Background: an optimization exercise with open tools, aiming at small area. Do not read the settings as production practice.
The RTL was checked by simulation tests, not by an equivalence proof against the original design.

==> flow/design.v <==
module avst_pkt_gen #(
  parameter int          DATA_WIDTH  = 512,
  parameter int          EMPTY_WIDTH = 6,
  parameter int          LEN_WIDTH   = 16,
  parameter logic [31:0] SEED        = 32'h2022_0001
) (
  input  logic                 clk,
  input  logic                 rst_n,
  input  logic                 start_i,
  input  logic [15:0]          cfg_num_pkts_i,
  input  logic [LEN_WIDTH-1:0] cfg_len_i,
  input  logic                 cfg_rand_len_i,
  input  logic [7:0]           cfg_gap_i,
  output logic [DATA_WIDTH-1:0]  src_data,
  output logic                   src_valid,
  input  logic                   src_ready,
  output logic                   src_sop,
  output logic                   src_eop,
  output logic [EMPTY_WIDTH-1:0] src_empty,
  output logic                 busy_o,
  output logic                 done_o,
  output logic [15:0]          pkt_count_o
);
  localparam int BYTES = DATA_WIDTH / 8;
  localparam logic [31:0] LFSR_MASK = 32'h8020_0003;   
  logic        busy_q, valid_q, done_q;
  logic [31:0] lfsr_q;
  logic [15:0] num_pkts_q;
  logic [15:0] pkt_count_q;
  logic [15:0] len_q;        
  logic        rand_q;
  logic [7:0]  gap_q;
  logic [9:0]  cnt_q;        
  logic [5:0]  lastb_q;      
  logic [1:0]  base_q;       
  logic        sop_q;
  logic [7:0]  prem_q;       
  logic [15:0] len_d;
  logic [15:0] rem_d;        
  logic [5:0]  lastb_eff;    
  logic [15:0] m_d;          
  logic [15:0] pkt_inc_d;
  logic        cnt_zero, accept, load, last_pkt_d;
  function automatic logic [15:0] urem_pass(input logic [7:0]  r0,
                                            input logic [7:0]  x,
                                            input logic [15:0] d);
    logic [16:0] r, v, t, msk;
    logic        big;
    r = 17'(r0);
    for (int j = 1; j <= 8; j++) begin
      msk = (17'd1 << (8 + j)) - 17'd1;
      v   = ((r << 1) | 17'(x[8-j])) & msk;
      big = |(17'(d) & ~msk);
      t   = v + (17'(~d) & msk) + 17'd1;
      r   = ((t[8+j] && !big) ? t : v) & msk;
    end
    urem_pass = r[15:0];
  endfunction
  always_comb begin
    cnt_zero   = (cnt_q == '0);
    accept     = valid_q && src_ready;
    load       = busy_q && !valid_q && !done_q && cnt_zero;
    len_d      = busy_q ? len_q : {cfg_len_i[15:1], cfg_len_i[0] | (cfg_len_i == '0)};
    rem_d      = urem_pass(load ? prem_q : 8'h00,
                           load ? lfsr_q[7:0] : lfsr_q[15:8], len_d);
    m_d        = rand_q ? rem_d : len_q - 16'd1;
    lastb_eff  = lastb_q | {6{!cnt_zero}};
    pkt_inc_d  = pkt_count_q + 16'd1;
    last_pkt_d = (pkt_inc_d == num_pkts_q);
  end
  always_ff @(posedge clk or negedge rst_n) begin
    if (!rst_n) begin
      busy_q      <= 1'b0;
      valid_q     <= 1'b0;
      done_q      <= 1'b0;
      pkt_count_q <= '0;
      lfsr_q      <= SEED;
    end else begin
      if (!busy_q) begin
        if (start_i) begin
          busy_q      <= 1'b1;
          done_q      <= (cfg_num_pkts_i == '0);
          pkt_count_q <= '0;
        end
      end else if (done_q) begin
        busy_q <= 1'b0;
        done_q <= 1'b0;
      end else if (valid_q) begin
        if (accept && cnt_zero) begin
          valid_q     <= 1'b0;
          pkt_count_q <= pkt_inc_d;
          done_q      <= last_pkt_d;
        end
      end else if (cnt_zero) begin
        valid_q <= 1'b1;
        lfsr_q  <= {1'b0, lfsr_q[31:1]} ^ (lfsr_q[0] ? LFSR_MASK : 32'h0);
      end
    end
  end
  always_ff @(posedge clk) begin
    prem_q  <= rem_d[7:0];
    len_q   <= len_d;
    if (!busy_q) begin
      num_pkts_q <= cfg_num_pkts_i;
      rand_q     <= cfg_rand_len_i;
      gap_q      <= cfg_gap_i;
      cnt_q      <= '0;
    end else if (valid_q) begin
      if (accept) begin
        if (cnt_zero) begin
          cnt_q <= 10'(gap_q);
        end else begin
          cnt_q  <= cnt_q - 10'd1;
          base_q <= base_q + 2'd1;
          sop_q  <= 1'b0;
        end
      end
    end else if (!done_q) begin
      if (cnt_zero) begin
        cnt_q   <= m_d[15:6];
        lastb_q <= m_d[5:0];
        base_q  <= pkt_count_q[7:6];
        sop_q   <= 1'b1;
      end else begin
        cnt_q <= cnt_q - 10'd1;
      end
    end
  end
  logic [7:0] base8;
  assign base8 = {base_q, pkt_count_q[5:0]};
  always_comb begin
    for (int i = 0; i < BYTES; i++) begin
      src_data[DATA_WIDTH-1-8*i -: 8] =
          (6'(i) <= lastb_eff) ? base8 + 8'(i) : 8'h00;
    end
  end
  assign src_valid   = valid_q;
  assign src_sop     = sop_q;
  assign src_eop     = cnt_zero;
  assign src_empty   = ~lastb_eff;
  assign busy_o      = busy_q;
  assign done_o      = done_q;
  assign pkt_count_o = pkt_count_q;
endmodule
==> flow/config.mk <==
export PLATFORM = sky130hd
export DESIGN_NAME = avst_pkt_gen
export DESIGN_NICKNAME = avst_pkt_gen
export VERILOG_FILES = /design/flow/design.v
export SDC_FILE = /design/flow/constraint.sdc
export NUM_CORES = 4
export LEC_CHECK = 0
export CAP_MARGIN = 20
export CORE_MARGIN = 2
export CORE_UTILIZATION = 40
export CTS_BUF_LIST = sky130_fd_sc_hd__clkbuf_8
export GPL_TIMING_DRIVEN = 0
export SLEW_MARGIN = 20
==> flow/constraint.sdc <==
create_clock -name core_clock -period 28.0 [get_ports {clk}]
set_input_delay 5.6000 -clock core_clock [delete_from_list [all_inputs] [get_ports {clk}]]
set_output_delay 5.6000 -clock core_clock [all_outputs]
set_load 0.01 [all_outputs]
standard.sh (not shown) runs the stock make flow with config.mk's settings and CLKGATE_MAP_FILE= SYNTH_SCRIPT=/design/flow/synth_recipe.tcl, a recipe that flattens the netlist after the stock synthesis.
==> flow/flow/run.sh <==
#!/bin/bash
# Own layout flow: the standard ORFS flow (standard.sh) with these changes:
#  - ABC maps the logic with flow/abc.script (area-oriented mapping with a delay
#    target, then buffering/sizing) instead of ORFS's abc_speed.script; Yosys
#    keeps its own adder mapping (no Kogge-Stone $lcu map, no full/half adder
#    cell extraction). Everything before ABC, and so every register, is the
#    standard synthesis's.
#  - the port buffers that global placement puts on every input and output are
#    sky130_fd_sc_hd__buf_1.
# Each tool writes its full log under orfs/logs; make's output is in standard_flow.log.
set -euo pipefail
here=$(pwd)
rm -rf "$here/orfs_scripts"
cp -r "$FLOW_HOME/scripts" "$here/orfs_scripts"
cp "$here/flow/abc.script" "$here/orfs_scripts/abc_speed.script"
export SCRIPTS_DIR="$here/orfs_scripts"
export BUFFER_PORTS_ARGS="-buffer_cell sky130_fd_sc_hd__buf_1"
export SYNTH_OPERATIONS_ARGS="-nofsm"
export ADDER_MAP_FILE=""
bash standard.sh finish > standard_flow.log 2>&1
==> flow/flow/abc.script <==
strash
&get -n
&fraig -x
&put
scorr
dc2
strash
dch -f
map -D 17000
topo
buffer -c
upsize -D 17000
dnsize -D 17000
Edit:
==> flow/flow/abc.script (replaced) <==
strash
&get -n
&fraig -x
&put
scorr
dc2
strash
dch -f
map -D 20000
topo
buffer -c
upsize -D 20000
dnsize -D 20000
- SETUP_SLACK_MARGIN: default -> 0.6
Result:
- sequential cell count does not change
- area after synthesis came out lower by a few percent
- global-route usage came out lower by 0.58 points
- non-clock buffer count came out higher by 62
- design area came out higher slightly
- via count hardly moves
- wire length came out lower by a few percent
- critical path depth came out higher by 23

---

Another version of the RTL of avst_pkt_gen (not shown whole).
Size in the first run: ~580 I/O pins, roughly 13000 sq um of cells after synthesis.
export LEC_CHECK = 0
export CAP_MARGIN = 20
export CORE_MARGIN = 2
export CORE_UTILIZATION = 40
export CTS_BUF_LIST = sky130_fd_sc_hd__clkbuf_8
export GPL_TIMING_DRIVEN = 1
export SETUP_SLACK_MARGIN = -1.0
export SLEW_MARGIN = 20
export SYNTH_HIERARCHICAL = 1
create_clock -name core_clock -period 28.0 [get_ports {clk}]
==> flow/flow/run.sh <==
#!/bin/bash
# Own layout flow: the standard ORFS flow (standard.sh), with these changes.
#  - Synthesis keeps the remainder array as its own module (SYNTH_HIERARCHICAL 1
#    in config.mk). ABC maps that module with flow/abc_speed.script (area mapping
#    with a small delay weight, then gate sizing to a delay target) and the rest of the design with
#    flow/abc_area_top.script (AIG size reduction with &deepsyn, then area
#    mapping); see flow/abc_split.tcl. Yosys keeps its own adder mapping (no
#    Kogge-Stone $lcu map, no full/half adder cell extraction). Everything before
#    ABC, and so every register, is the standard synthesis's.
set -euo pipefail
here=$(pwd)
rm -rf "$here/orfs_scripts"
cp -r "$FLOW_HOME/scripts" "$here/orfs_scripts"
cp "$here/flow/abc_speed.script" "$here/flow/abc_area_top.script" "$here/flow/abc_split.tcl" "$here/orfs_scripts/"
grep -q '^  log_cmd abc {\*}\$abc_args$' "$here/orfs_scripts/synth.tcl"
sed -i 's|^  log_cmd abc {\*}\$abc_args$|  source $::env(SCRIPTS_DIR)/abc_split.tcl|' "$here/orfs_scripts/synth.tcl"
export SCRIPTS_DIR="$here/orfs_scripts"
export SYNTH_OPERATIONS_ARGS="-nofsm"
export ADDER_MAP_FILE=""
export CTS_ARGS="-sink_clustering_enable -repair_clock_nets -buf_list sky130_fd_sc_hd__clkbuf_8 -dont_use_dummy_load"
bash standard.sh finish > standard_flow.log 2>&1
==> flow/flow/abc_area_top.script <==
strash
dc2
strash
&get -n
&deepsyn -T 20
&put
dch -f
amap
topo
==> flow/flow/abc_speed.script <==
strash
&get -n
&fraig -x
&put
scorr
dc2
strash
dch -f
amap -Q 0.3
topo
buffer -c
upsize -D 18000
dnsize -D 18000
==> flow/flow/abc_split.tcl <==
# Own flow: ABC maps the remainder array (module avst_pkt_gen_urem, kept apart by
# SYNTH_HIERARCHICAL 1) with a delay target (abc_speed.script), then the rest of
# the design for area (abc_area_top.script). Registers were mapped before this.
set abc_rest [lrange $abc_args 2 end]
log_cmd abc -script $::env(SCRIPTS_DIR)/abc_speed.script {*}$abc_rest avst_pkt_gen_urem
log_cmd abc -script $::env(SCRIPTS_DIR)/abc_area_top.script {*}$abc_rest
Rerun with:
--- a/flow/flow/run.sh
+++ b/flow/flow/run.sh
@@ -3,9 +3,11 @@
 #  - Synthesis keeps the remainder array as its own module (SYNTH_HIERARCHICAL 1
 #    in config.mk). ABC maps that module with flow/abc_speed.script (area mapping
-#    with a small delay weight, then gate sizing to a delay target) and the rest of the design with
+#    under a delay target) and the rest of the design with
 #    flow/abc_area_top.script (AIG size reduction with &deepsyn, then area
 #    mapping); see flow/abc_split.tcl. Yosys keeps its own adder mapping (no
 #    Kogge-Stone $lcu map, no full/half adder cell extraction). Everything before
 #    ABC, and so every register, is the standard synthesis's.
+#  - The port buffers that global placement puts on every input and output are
+#    sky130_fd_sc_hd__buf_1.
 set -euo pipefail
 here=$(pwd)
@@ -16,4 +18,5 @@
 sed -i 's|^  log_cmd abc {\*}\$abc_args$|  source $::env(SCRIPTS_DIR)/abc_split.tcl|' "$here/orfs_scripts/synth.tcl"
 export SCRIPTS_DIR="$here/orfs_scripts"
+export BUFFER_PORTS_ARGS="-buffer_cell sky130_fd_sc_hd__buf_1"
 export SYNTH_OPERATIONS_ARGS="-nofsm"
 export ADDER_MAP_FILE=""
==> flow/flow/abc_speed.script (replaced) <==
strash
 &get -n
 &fraig -x
 &put
 scorr
 dc2
 strash
 dch -f
 map -D 18000
 topo
 buffer -c
 upsize -D 18000
 dnsize -D 18000
=> The new run passed the timing, DRC and antenna checks. Wire length came out higher slightly. Cell count came out higher by a few percent. First-iteration DRC count came out higher slightly. Count of clock-buffer cells in the layout does not change. Setup slack gains 0.89 ns. Register-to-register slack gains 0.04 ns.
Rerun with:
==> flow/run.sh (new file) <==
#!/bin/bash
# synth_recipe.tcl (not shown) runs the flow's synth.tcl, then flattens the netlist and writes it again
# the make line also repeats each setting of config.mk as NAME=value (left out here)
make -C /OpenROAD-flow-scripts/flow DESIGN_CONFIG=/design/flow/config.mk WORK_HOME=/design/flow/orfs CLKGATE_MAP_FILE= SYNTH_SCRIPT=/design/flow/synth_recipe.tcl finish
Settings changed: GPL_TIMING_DRIVEN 1 to not set, SETUP_SLACK_MARGIN -1.0 to -0.5.
removed: flow/flow/run.sh
removed: flow/flow/abc_area_top.script
removed: flow/flow/abc_speed.script
removed: flow/flow/abc_split.tcl
removed: flow/standard.sh
After rerunning:
- worst hold slack degrades by 0.028 ns
- setup slack improves by 0.41 ns
- final area rose by well over a third
- global-route usage fell by 4.2 points
- count of clock-buffer cells in the layout stays the same
- die area rose by a quarter to a third
Rerun with:
==> flow/flow/run.sh (new file) <==
#!/bin/bash
# Own layout flow: the standard ORFS flow (standard.sh), with these changes.
#  - Synthesis keeps the remainder array as its own module (SYNTH_HIERARCHICAL 1
#    in config.mk). ABC maps that module with flow/abc_speed.script (area mapping
#    with a small delay weight, then gate sizing to a delay target) and the rest of the design with
#    flow/abc_area_top.script (AIG size reduction with &deepsyn, then area
#    mapping); see flow/abc_split.tcl. Yosys keeps its own adder mapping (no
#    Kogge-Stone $lcu map, no full/half adder cell extraction). Everything before
#    ABC, and so every register, is the standard synthesis's.
#  - The port buffers that global placement puts on every input and output are
#    sky130_fd_sc_hd__buf_1.
set -euo pipefail
here=$(pwd)
rm -rf "$here/orfs_scripts"
cp -r "$FLOW_HOME/scripts" "$here/orfs_scripts"
cp "$here/flow/abc_speed.script" "$here/flow/abc_area_top.script" "$here/flow/abc_split.tcl" "$here/orfs_scripts/"
grep -q '^  log_cmd abc {\*}\$abc_args$' "$here/orfs_scripts/synth.tcl"
sed -i 's|^  log_cmd abc {\*}\$abc_args$|  source $::env(SCRIPTS_DIR)/abc_split.tcl|' "$here/orfs_scripts/synth.tcl"
export SCRIPTS_DIR="$here/orfs_scripts"
export BUFFER_PORTS_ARGS="-buffer_cell sky130_fd_sc_hd__buf_1"
export SYNTH_OPERATIONS_ARGS="-nofsm"
export ADDER_MAP_FILE=""
export CTS_ARGS="-sink_clustering_enable -repair_clock_nets -buf_list sky130_fd_sc_hd__clkbuf_8 -dont_use_dummy_load"
bash standard.sh finish > standard_flow.log 2>&1
==> flow/flow/abc_area_top.script (new file) <==
strash
dc2
strash
&get -n
&deepsyn -T 20
&put
dch -f
amap
topo
==> flow/flow/abc_speed.script (new file) <==
strash
&get -n
&fraig -x
&put
scorr
dc2
strash
dch -f
amap -Q 0.3
topo
buffer -c
upsize -D 18000
dnsize -D 18000
==> flow/flow/abc_split.tcl (new file) <==
# Own flow: ABC maps the remainder array (module avst_pkt_gen_urem, kept apart by
# SYNTH_HIERARCHICAL 1) with a delay target (abc_speed.script), then the rest of
# the design for area (abc_area_top.script). Registers were mapped before this.
set abc_rest [lrange $abc_args 2 end]
log_cmd abc -script $::env(SCRIPTS_DIR)/abc_speed.script {*}$abc_rest avst_pkt_gen_urem
log_cmd abc -script $::env(SCRIPTS_DIR)/abc_area_top.script {*}$abc_rest
==> flow/standard.sh (new file) <==
#!/bin/bash
# synth_recipe.tcl (not shown) runs the flow's synth.tcl, then flattens the netlist and writes it again
# the make line also repeats each setting of config.mk as NAME=value (left out here)
make -C /OpenROAD-flow-scripts/flow DESIGN_CONFIG=/design/flow/config.mk WORK_HOME=/design/flow/orfs CLKGATE_MAP_FILE= SYNTH_SCRIPT=/design/flow/synth_recipe.tcl "${@:-finish}"
Settings changed: GPL_TIMING_DRIVEN set to 1, SETUP_SLACK_MARGIN -0.5 to -1.0.
removed: flow/run.sh
- final area falls by 34%
- via count falls by 15%
- count of clock-buffer cells in the layout does not change
- routed wire length came out lower by 23%
- cell count came out lower by 17%
- worst hold slack stays flat
- clock skew came out higher by 0.018 ns
- global-route usage went up by 2.3 points
- die area went down by 26%
Rerun with:
==> flow/run.sh (new file) <==
#!/bin/bash
# synth_recipe.tcl (not shown) runs the flow's synth.tcl, then flattens the netlist and writes it again
# the make line also repeats each setting of config.mk as NAME=value (left out here)
make -C /OpenROAD-flow-scripts/flow DESIGN_CONFIG=/design/flow/config.mk WORK_HOME=/design/flow/orfs CLKGATE_MAP_FILE= SYNTH_SCRIPT=/design/flow/synth_recipe.tcl finish
Settings changed: ABC_AREA set to 1, GPL_TIMING_DRIVEN 1 to not set, SETUP_SLACK_MARGIN -1.0 to -0.5.
removed: flow/flow/run.sh
removed: flow/flow/abc_area_top.script
removed: flow/flow/abc_speed.script
removed: flow/flow/abc_split.tcl
removed: flow/standard.sh
Result: Global-route usage went down by 1.1 points. Clock-buffer cell count went up by 1. Critical path depth drops by 51.
Rerun with:
==> flow/flow/run.sh (new file) <==
#!/bin/bash
# Own layout flow: the standard ORFS flow (standard.sh) with these changes:
#  - synthesis keeps the remainder array as its own module (SYNTH_HIERARCHICAL 1
#    in config.mk) and ABC maps it with flow/abc_speed.script (area mapping under
#    a delay target), and the rest of the design with flow/abc_area_top.script
#    (area mapping); see flow/abc_split.tcl. Yosys keeps its own adder mapping
#    (no Kogge-Stone $lcu map, no full/half adder cell extraction). Everything
#    before ABC, and so every register, is the standard synthesis's.
#  - the port buffers that global placement puts on every input and output are
#    sky130_fd_sc_hd__buf_1.
# Each tool writes its full log under orfs/logs; make's output is in standard_flow.log.
set -euo pipefail
here=$(pwd)
rm -rf "$here/orfs_scripts"
cp -r "$FLOW_HOME/scripts" "$here/orfs_scripts"
cp "$here/flow/abc_speed.script" "$here/flow/abc_area_top.script" "$here/flow/abc_split.tcl" "$here/orfs_scripts/"
grep -q '^  log_cmd abc {\*}\$abc_args$' "$here/orfs_scripts/synth.tcl"
sed -i 's|^  log_cmd abc {\*}\$abc_args$|  source $::env(SCRIPTS_DIR)/abc_split.tcl|' "$here/orfs_scripts/synth.tcl"
export SCRIPTS_DIR="$here/orfs_scripts"
export BUFFER_PORTS_ARGS="-buffer_cell sky130_fd_sc_hd__buf_1"
export SYNTH_OPERATIONS_ARGS="-nofsm"
export ADDER_MAP_FILE=""
bash standard.sh finish > standard_flow.log 2>&1
==> flow/flow/abc_area_top.script (new file) <==
strash
 &get -n
 &fraig -x
 &put
 scorr
 dc2
 strash
 dch -f
 amap
 topo
 buffer -c
 upsize -D 17000
 dnsize -D 17000
==> flow/flow/abc_speed.script (new file) <==
strash
 &get -n
 &fraig -x
 &put
 scorr
 dc2
 strash
 dch -f
 map -D 17000
 topo
 buffer -c
 upsize -D 17000
 dnsize -D 17000
==> flow/flow/abc_split.tcl (new file) <==
# Own flow: ABC maps the remainder array (module avst_pkt_gen_urem, kept apart by
# SYNTH_HIERARCHICAL 1) with a delay target (abc_speed.script), then the rest of
# the design for area (abc_area_top.script). Registers were mapped before this.
set abc_rest [lrange $abc_args 2 end]
log_cmd abc -script $::env(SCRIPTS_DIR)/abc_speed.script {*}$abc_rest avst_pkt_gen_urem
log_cmd abc -script $::env(SCRIPTS_DIR)/abc_area_top.script {*}$abc_rest
==> flow/standard.sh (new file) <==
#!/bin/bash
# synth_recipe.tcl (not shown) runs the flow's synth.tcl, then flattens the netlist and writes it again
# the make line also repeats each setting of config.mk as NAME=value (left out here)
make -C /OpenROAD-flow-scripts/flow DESIGN_CONFIG=/design/flow/config.mk WORK_HOME=/design/flow/orfs CLKGATE_MAP_FILE= SYNTH_SCRIPT=/design/flow/synth_recipe.tcl "${@:-finish}"
Settings changed: ABC_AREA 1 to not set, GPL_TIMING_DRIVEN set to 0, SETUP_SLACK_MARGIN -0.5 to not set.
removed: flow/run.sh
Effect: The new run finished with timing, DRC and antenna clean. Hold slack gets better by 0.037 ns. Routed wire length shrinks by 16%. Cell area drops by 28%. Register-to-register slack is worse by 5.5 ns. Non-clock buffer count rises by 104. Core utilization fell by 4.7 points. Global-route usage went up by 2.6 points.

static timing again, ports no longer ideal:
No port has a modelled driver above. Below, the same layouts with a new extraction and two added sets of constraints.
Step 1, drivers: a clkbuf_16 drives clk and a buf_2 each remaining input, both assumed.
Step 2 moves the port delays by t, midway between the first and last clock arrival at a register: inputs arrive t later, outputs are due t later. That takes back most of the time a late clock gives input paths.
a / b / c = ideal / step 1 / step 2; a / b = the first two.
| run | shift t [ns] | setup WS [ns] | worst setup path after step 2 | clock arrival spread, ns | cell pins on the clock port's net |
|---|---|---|---|---|---|
| the first run of note 1 | 0.516 | 2.170 / 2.196 / 1.680 | input to register | 0.028 / 0.027 | 1 |
| the second run of note 1 | 0.503 | 1.737 / 1.761 / 1.258 | input to register | 0.026 / 0.026 | 1 |
| the first run of note 2 | 0.486 | 0.761 / 0.785 / 0.299 | input to register | 0.034 / 0.034 | 1 |
| the second run of note 2 | 0.504 | 1.650 / 1.677 / 1.172 | input to register | 0.024 / 0.025 | 1 |
| the third run of note 2 | 0.528 | 2.056 / 2.089 / 1.561 | input to register | 0.018 / 0.019 | 1 |
| the fourth run of note 2 | 0.484 | 0.931 / 0.958 / 0.474 | input to register | 0.045 / 0.045 | 1 |
| the fifth run of note 2 | 0.506 | 5.818 / 5.839 / 5.333 | input to register | 0.013 / 0.013 | 1 |
| the sixth run of note 2 | 0.506 | 1.524 / 1.551 / 1.045 | input to register | 0.025 / 0.025 | 1 |
After both steps setup and hold are still met in every run listed. For the third run of note 2, which loses most, drivers alone change the setup slack by +0.033 ns; drivers and shift together by -0.495 ns.
